What follows belongs to an exercise in optimizing a design on an open flow for small area; a production flow would make more cautious choices.
Only the layout flow was run in this run; the RTL was not checked for function there.
No activity file was given, so power comes from the tool's default toggle rates.

===== flow/config.mk =====
export PLATFORM = sky130hd
export DESIGN_NAME = tdc_readout_top
export DESIGN_NICKNAME = tdc_readout_top
export VERILOG_FILES = /design/flow/design.v
export SDC_FILE = /design/flow/constraint.sdc
export NUM_CORES = 4
export LEC_CHECK = 0
export CAP_MARGIN = 20
export CORE_MARGIN = 2
export CORE_UTILIZATION = 60
export CTS_BUF_LIST = sky130_fd_sc_hd__clkbuf_8
export CTS_CLUSTER_DIAMETER = 60
export CTS_CLUSTER_SIZE = 20
export SLEW_MARGIN = 20

===== flow/constraint.sdc =====
create_clock -name core_clock -period 5.0 [get_ports {clkWizard}]
set_input_delay 1.0000 -clock core_clock [delete_from_list [all_inputs] [get_ports {clkWizard}]]
set_output_delay 1.0000 -clock core_clock [all_outputs]
set_load 0.01 [all_outputs]

===== flow/design.v =====
`timescale 1ns/100ps
`default_nettype none
package tdc_readout_pkg;
    localparam int NB_BYTE        = 8;
    localparam int BYTES_PER_WORD = 4;
    localparam int NB_WORD        = NB_BYTE * BYTES_PER_WORD;
    localparam int NB_FINE   = 12;
    localparam int NB_COARSE = NB_WORD - NB_FINE;
    localparam int UART_DATA_BITS  = 8;
    localparam int UART_FRAME_BITS = UART_DATA_BITS + 2;
    typedef struct packed {
        logic [NB_COARSE-1:0] coarse_count;
        logic [NB_FINE-1:0]   fine_code;
    } tdc_meas_t;
    typedef union packed {
        tdc_meas_t                              meas;
        logic [BYTES_PER_WORD-1:0][NB_BYTE-1:0] bytes;
    } tdc_word_u;
endpackage
`default_nettype wire
`timescale 1ns/100ps
`default_nettype none
module tdc_readout_top
#(
    parameter int FIFO_STAGES  = 4,
    parameter int STAGE_DEPTH  = 8,
    parameter int CLKS_PER_BIT = 64,
    parameter int READ_LIMIT   = 1024
) (
    input  wire            clkWizard,
    input  wire            finish_mem_reset,
    input  wire            measure_done,
    input  wire [31:0]     measure_word,
    input  wire            start_writing,
    input  wire            start_reading,
    output logic           led_write_err,
    output logic           led_write_stage,
    output logic           led_read_stage,
    output logic           tx
);
    localparam int DEPTH = FIFO_STAGES * STAGE_DEPTH;    
    localparam int CW    = $clog2(DEPTH + 1);            
    localparam int SW    = $clog2(DEPTH);                
    localparam int RING  = 4;                            
    localparam int RW    = $clog2(RING);
    wire rst = finish_mem_reset;
    logic writing, reading;
    wire  idle = !writing && !reading;
    wire  writing_nx = !rst && (idle ? start_writing : (writing && !start_reading));
    wire  reading_nx = !rst && (reading || (idle ? !start_writing && start_reading
                                                 : (writing && start_reading)));
    always_ff @(posedge clkWizard) begin
        writing <= writing_nx;
        reading <= reading_nx;
    end
    logic [CW-1:0] cnt;
    wire           full = cnt[CW-1];
    logic          can_push;     
    wire           push = measure_done && can_push;
    always_ff @(posedge clkWizard) begin
        if (rst) begin
            led_write_err   <= 1'b0;
            led_write_stage <= 1'b0;
            led_read_stage  <= 1'b0;
        end else begin
            led_write_err   <= measure_done && writing && full;
            led_write_stage <= writing;
            led_read_stage  <= reading;
        end
    end
    logic [2:0] arrived;
    wire        head_valid = arrived[2] && (cnt != '0);
    logic       holding;
    wire        take = reading && head_valid && !holding;
    wire [CW-1:0] cnt_nx = rst  ? '0 :
                           push ? cnt + 1'b1 :
                           take ? cnt - 1'b1 : cnt;
    wire          can_push_nx = writing_nx && !cnt_nx[CW-1];
    always_ff @(posedge clkWizard) begin
        cnt      <= cnt_nx;
        can_push <= can_push_nx;
        if (rst)
            arrived <= '0;
        else
            arrived <= {arrived[1:0], cnt != '0};
    end
    logic [RW-1:0]  rot;         
    logic [RING-1:1] waiting;    
    logic           direct;      
    logic           direct_n;    
    logic           go;          
    logic           go_n;        
    logic [SW-1:0]  shifts;      
    logic           cons_pend;   
    logic           consume;     
    wire shift = (measure_done && direct) || go;
    wire hold  = (!measure_done || direct_n) && go_n;
    logic [RW-1:0] oldest;
    always_comb begin
        oldest = '0;
        for (int k = 1; k < RING; k++)
            if (waiting[k])
                oldest = RW'(k);
    end
    wire [RING-1:1] waiting_sh = waiting & ~((RING-1)'(1) << (oldest - 1'b1)) ;
    logic [RING-1:1] waiting_nx;
    always_comb begin
        if (rst)
            waiting_nx = '0;
        else begin
            waiting_nx = (shift && oldest != '0) ? waiting_sh : waiting;
            waiting_nx = {waiting_nx[RING-2:1], push && !(shift && oldest == '0 && direct)};
        end
    end
    wire [RW-1:0] rot_nx   = (rst || shift) ? '0 : rot + 1'b1;
    wire          align_nx = reading_nx && ((shift && !cons_pend) ? shifts + 1'b1 : shifts) != '0;
    wire          cons_nx  = !rst && (consume || (cons_pend && !(go && waiting == '0)));
    wire          go_nx    = !rst && (rot_nx == '0) && (waiting_nx != '0 || align_nx || cons_nx);
    wire          direct_nx = can_push_nx && (rot_nx == '0) && (waiting_nx == '0);
    always_ff @(posedge clkWizard) begin
        rot       <= rot_nx;
        waiting   <= waiting_nx;
        direct    <= direct_nx;
        direct_n  <= !direct_nx;
        go        <= go_nx;
        go_n      <= !go_nx;
        cons_pend <= cons_nx;
        if (rst)
            shifts <= '0;
        else if (shift && !cons_pend)
            shifts <= shifts + 1'b1;
    end
    logic [RING-1:0] ph;
    logic [31:0]     tap [0:RING-1];     
    logic [31:0]     pos [0:DEPTH-1];
    always_ff @(posedge clkWizard) begin
        if (rst)
            ph <= '0;
        else
            ph <= {ph[RING-2:0], !ph[RING-1]};
    end
    assign tap[0] = measure_word;
    always_ff @(posedge clkWizard) begin
        for (int k = 1; k < RING; k++)
            tap[k] <= tap[k-1];
    end
    wire [31:0] src = tap[oldest] ^ {32{ph[RING-1]}};
    always_ff @(posedge clkWizard) begin
        for (int i = 0; i < DEPTH; i++) begin
            if (i % RING != 0)
                pos[i] <= pos[i-1];
            else if (i == 0)
                pos[i] <= ~((src & {32{shift}}) | (pos[i+RING-1] & {32{hold}}));
            else
                pos[i] <= ~((pos[i-1] & {32{shift}}) | (pos[i+RING-1] & {32{hold}}));
        end
    end
    logic [1:0] byte_idx;        
    logic       send;
    logic       busy;
    always_ff @(posedge clkWizard) begin
        if (rst) begin
            holding  <= 1'b0;
            byte_idx <= '0;
            send     <= 1'b0;
        end else begin
            send <= holding && !busy && !send;
            if (take)
                holding <= 1'b1;
            else if (send && byte_idx == 2'd3)
                holding <= 1'b0;
            if (send)
                byte_idx <= byte_idx + 1'b1;
        end
    end
    logic [5:0] tick;
    logic [3:0] bit_idx;
    wire        bit_end = (tick == 6'd63);
    wire [1:0] cur_byte = byte_idx - 1'b1;
    wire       head_bit = pos[DEPTH-1][{cur_byte, bit_idx[2:0]}] ^ ph[RING-1];
    logic      pre;
    wire       in_order = (rot == '0);
    wire       data_bit = in_order ? head_bit : pre;
    always_ff @(posedge clkWizard) begin
        if (in_order)
            pre <= head_bit;
    end
    assign consume = busy && bit_end && (bit_idx == 4'd8) && (cur_byte == 2'd3);
    always_ff @(posedge clkWizard) begin
        if (rst) begin
            busy    <= 1'b0;
            tx      <= 1'b1;
            tick    <= '0;
            bit_idx <= '0;
        end else if (!busy) begin
            if (send) begin
                busy <= 1'b1;
                tx   <= 1'b0;
            end
        end else begin
            tick <= tick + 1'b1;
            if (bit_end) begin
                if (bit_idx == 4'd9) begin
                    busy    <= 1'b0;
                    tx      <= 1'b1;
                    bit_idx <= '0;
                end else begin
                    bit_idx <= bit_idx + 1'b1;
                    tx      <= bit_idx[3] ? 1'b1 : data_bit;
                end
            end
        end
    end
endmodule
`default_nettype wire

===== flow/run.sh =====
#!/bin/bash
# synth_recipe.tcl (not shown) runs the flow's synth.tcl, then flattens the netlist and writes it again
# the make line also repeats each setting of config.mk as NAME=value (left out here)
make -C /OpenROAD-flow-scripts/flow DESIGN_CONFIG=/design/flow/config.mk WORK_HOME=/design/flow/orfs CLKGATE_MAP_FILE= SYNTH_SCRIPT=/design/flow/synth_recipe.tcl finish

==> summary.txt <==
==> routing by layer <==
metal | vias to the layer above | wire length [microns] | share of wire [%] | track usage (%)
met5 | - | 0 | 0 | 0
met4 | 0 | 1140 | 2.9 | 5.93
met3 | 91 | 1320 | 3.3 | 3.44
met2 | 177 | 16000 | 41 | 23.5
met1 | 6236 | 20900 | 53 | 25.0
li1 | 6520 | - | - | -
==> registers in the layout (all words and copies together) (netlist names), 2 cells and up <==
signal and cells:
ph 4, rot 2, shifts 5, waiting 3, arrived 3, cnt 6
bit_idx 4, tap 96, byte_idx 2, pos 1024, tick 6
==> placed cells by master, fill, tap and decap left out, types with 3 or more instances in the layout <==
cell / count
sky130_fd_sc_hd__a21oi_1: 28
sky130_fd_sc_hd__a22oi_1: 260
sky130_fd_sc_hd__a311oi_1: 3
sky130_fd_sc_hd__and3_1: 3
sky130_fd_sc_hd__buf_12: 5
sky130_fd_sc_hd__buf_4: 6
sky130_fd_sc_hd__clkbuf_8: 71
sky130_fd_sc_hd__clkdlybuf4s50_1: 39
sky130_fd_sc_hd__clkinvlp_4: 4
sky130_fd_sc_hd__dfxtp_1: 1169
sky130_fd_sc_hd__ha_1: 8
sky130_fd_sc_hd__inv_1: 12
sky130_fd_sc_hd__mux2i_1: 28
sky130_fd_sc_hd__nand2_1: 51
sky130_fd_sc_hd__nand2b_1: 6
sky130_fd_sc_hd__nand3_1: 7
sky130_fd_sc_hd__nand4_1: 6
sky130_fd_sc_hd__nor2_1: 41
sky130_fd_sc_hd__nor2b_1: 12
sky130_fd_sc_hd__nor3_1: 7
sky130_fd_sc_hd__nor3b_1: 5
sky130_fd_sc_hd__o21ai_0: 44
sky130_fd_sc_hd__o21ai_1: 17
sky130_fd_sc_hd__o22ai_1: 23
sky130_fd_sc_hd__or3_1: 3
sky130_fd_sc_hd__xnor2_1: 30
sky130_fd_sc_hd__xor2_1: 19
==> stage by stage <==
stage                     setup WS, ps  utilization [%]
after detailed placement          1730             62.7
after floorplan                   2810                -
after global routing              1950             65.0
after CTS                         2030             65.0
final                             2090             65.0
after global placement            1770             62.7
==> power groups by stage <==
stage | Clock [mW] | Sequential, mW | Combinational (mW)
detailed placement | 0 | 15.1 | 1.07
CTS | 4.05 | 15.0 | 1.07
global placement | 0 | 15.0 | 1.01
global route | 4.38 | 15.3 | 1.21
floorplan | 0 | 14.5 | 0.860
finish | 3.88 | 14.9 | 1.05
==> cells by family (layout without fill, tap and decap cells) <==
family                   count (synthesis)  in the layout  synth area share, %
AO/OA/AOI/OAI                          389            389                 9.59
XOR/XNOR                                49             49                 1.53
adder cells (fa/ha/maj)                  8              8                0.356
buffers and inverters                  100            142                 1.46
flip-flops                            1171           1171                 83.4
multiplexers                            29             29                 1.05
AND/OR/NAND/NOR                        152            152                 2.63
==> worst max-delay path, stage by stage (launching register included) <==
cell                      delay, ps
sky130_fd_sc_hd__dfxtp_1       1040
sky130_fd_sc_hd__mux2i_1        430
sky130_fd_sc_hd__a22oi_1        160
sky130_fd_sc_hd__nand4_1        130
sky130_fd_sc_hd__a21oi_1         60
sky130_fd_sc_hd__nor3_1         490
sky130_fd_sc_hd__mux2_4         360
sky130_fd_sc_hd__a41oi_2        150
==> final timing paths <==
check,startpoint,endpoint,slack (ps),depth (start not counted)
max,bit_idx[1],tx,2090,7
min,pos[28][6],pos[29][6],320,0
max reg2reg,bit_idx[1],tx,2090,7
min reg2reg,pos[28][6],pos[29][6],320,0
==> cell type report <==
class | count | area [sq um]
clock buffer | 71 | 977
clock inverter | 10 | 77.6
fill | 3500 | 16200
inverter | 10 | 37.5
multi-input combinational | 627 | 4280
sequential | 1171 | 23400
tap | 607 | 759
timing repair buffer | 51 | 541
==> Implementation_results.wiki <==
{| class="wikitable"
! Metric !! Value
|-
| Floorplan die area || 48600 sq um
|-
| Num CTS Buffers || 69
|-
| Syn_nets || 1943
|-
| Final estimated routing congestion in global placement || 0.713
|-
| Max-slew violations || 0
|-
| Category of the worst setup path capture point || register
|-
| Slew HR || 28.3%
|-
| Antenna viol nets, final || 0
|-
| Root buf cell || sky130_fd_sc_hd__clkbuf_8
|-
| Total track usage || 16.5%
|-
| Antenna diode count || 0
|-
| Start-to-end type of the worst setup path || register to register
|-
| Crit path required time || 5590 ps
|-
| Worst IR Drop VDD || 0.378 mV
|-
| Number of vias per cell || 5.11
|-
| Detailed-router iteration count before antenna repair || 5
|-
| Library cell occupying the most area in the post-synthesis netlist || sky130_fd_sc_hd__dfxtp_1
|-
| H-tree depth || 3
|-
| Part of the power in registers || 75.2%
|-
| Starting Density || 60.6%
|-
| Most frequently used cell type in the post-synthesis netlist || sky130_fd_sc_hd__dfxtp_1
|-
| Shortest clock period the worst path allows after layout || 2910 ps
|-
| Share of async-settable or async-resettable flops after synthesis || 0%
|-
| Power share of the clock group || 19.6%
|-
| Arrival time at the worst endpoint || 3490 ps
|-
| Hold violation count in the final report || 0
|-
| Post-synthesis instance area || 28100 sq um
|-
| Slew at the pin closest to its max-slew limit || 1070 ps
|-
| Netlist cell types || 50
|-
| Total net switching power || 4.39 mW
|-
| Grt ovf || 0
|-
| Static leakage power || 12.0 nW
|-
| Dpl cell area || 29100 sq um
|-
| Via count of the first global-routing pass || 12200
|-
| WL final || 39400 microns
|-
| Primary flip-flop cell chosen by synthesis mapping || sky130_fd_sc_hd__dfxtp_1
|-
| Power per Cell Area || 659 nW/um^2
|-
| Wire length per cell after detailed routing || 15.5 microns
|-
| Type of the worst min-delay path || register to register
|-
| Total negative slack || 0 ps
|-
| Setup repair after global routing missed its margin || no
|-
| Total of cells resized after clock tree synthesis || 0
|-
| Fin cells || 2547
|-
| Clock Sinks || 1171
|-
| Post-CTS setup buffers || 0
|-
| Share of the cycle needed by the critical path after routing || 58.1%
|-
| Longest Clk Path Bufs || 3
|-
| Count of vias placed by the detailed router || 13000
|-
| Number of placed cells counting well taps || 2466
|-
| Top Ports || 41
|-
| Proportion of netlist area held by the largest area contributor || 83.4%
|-
| Switching power as a share of total power || 22.1%
|-
| Buffers added on ports || 40
|-
| Final setup violating endpoints || 0
|-
| Final hold slack || 319 ps
|-
| Internal power || 15.5 mW
|-
| HPWL reported at the end of detailed placement || 23100 microns
|-
| Number of antenna violations at the first check in global routing || 0
|-
| Cts-stage hold buffer count || 0
|-
| Result of the run || complete, no violations
|-
| Number of maximum-capacitance violations || 0
|-
| Remaining DRCs || 0
|-
| Vert. Die Dim || 220 microns
|-
| Width of the die || 220 microns
|-
| Insertion delay to the later sink of the worst-skew pair || 670 ps
|-
| Largest fanout on the critical path || 19
|-
| Yosys warning count || 3
|-
| Area delta synth->final || 7.15%
|-
| Design area || 30100 sq um
|-
| Initial drt markers || 818
|-
| List of most frequent post-synthesis cells || sky130_fd_sc_hd__dfxtp_1, sky130_fd_sc_hd__a22oi_1, sky130_fd_sc_hd__clkbuf_1, sky130_fd_sc_hd__nand2_1, sky130_fd_sc_hd__o21ai_0
|-
| PnR Total Power || 19.8 mW
|-
| Number of rows created at floorplan || 79
|-
| Comb pwr share || 5.3%
|-
| Synthesized instance count || 1898
|-
| Core box area || 46400 sq um
|-
| Critical path startpoint category || register
|-
| Wire length of the first global-routing pass || 63400 microns
|-
| Highest Clock Rate || 344 MHz
|-
| Dominant cells by area after synthesis || sky130_fd_sc_hd__dfxtp_1, sky130_fd_sc_hd__a22oi_1, sky130_fd_sc_hd__mux2i_1, sky130_fd_sc_hd__clkbuf_1, sky130_fd_sc_hd__xnor2_1
|-
| EDFF count, synth || 0
|-
| Syn avg cell area || 14.8 sq um
|-
| Largest clock skew in the final design || 26.0 ps
|-
| Clock tree from TritonCTS || built
|-
| Final-stage net count || 1975
|-
| FF+latch count, synth || 1171
|-
| Share of final-layout standard cells stronger than drive strength 1 || 5.41%
|-
| Maximum number of pins on one net before global-route repair || 122
|-
| Part of the Yosys area used for sequential elements || 83.4%
|-
| Clock-pin slew of the registers on the worst-case setup and hold paths || 110 ps
|}

[re-timing with driven ports]
The flow's constraints put no driver on any port. The routed layout listed below was extracted and timed again, unchanged, in two steps. Step 1: set_driving_cell puts a clkbuf_16 on clkWizard and a buf_2 on each other input, an assumption about the parent block. Step 2 adds t to the input delays and takes it off the output delays; t is the mean of the earliest and latest rising clock arrival at the registers after step 1. Input paths then give back, and output paths get back, about the clock's delay inside the block. a / b / c = ideal ports / drivers / drivers and shift; a / b = the first two.
shift t [ns]: 0.705
setup slack, ns: 2.094 / 2.094 / 1.681
worst setup path at the end: input to register
clock arrival spread, ns: 0.026 / 0.026
slew at the worst register clock pin (ns): 0.12 / 0.12
After both steps this run still meets setup and hold. For this run, drivers alone change the setup slack by 0.000 ns; drivers and shift together by -0.413 ns.
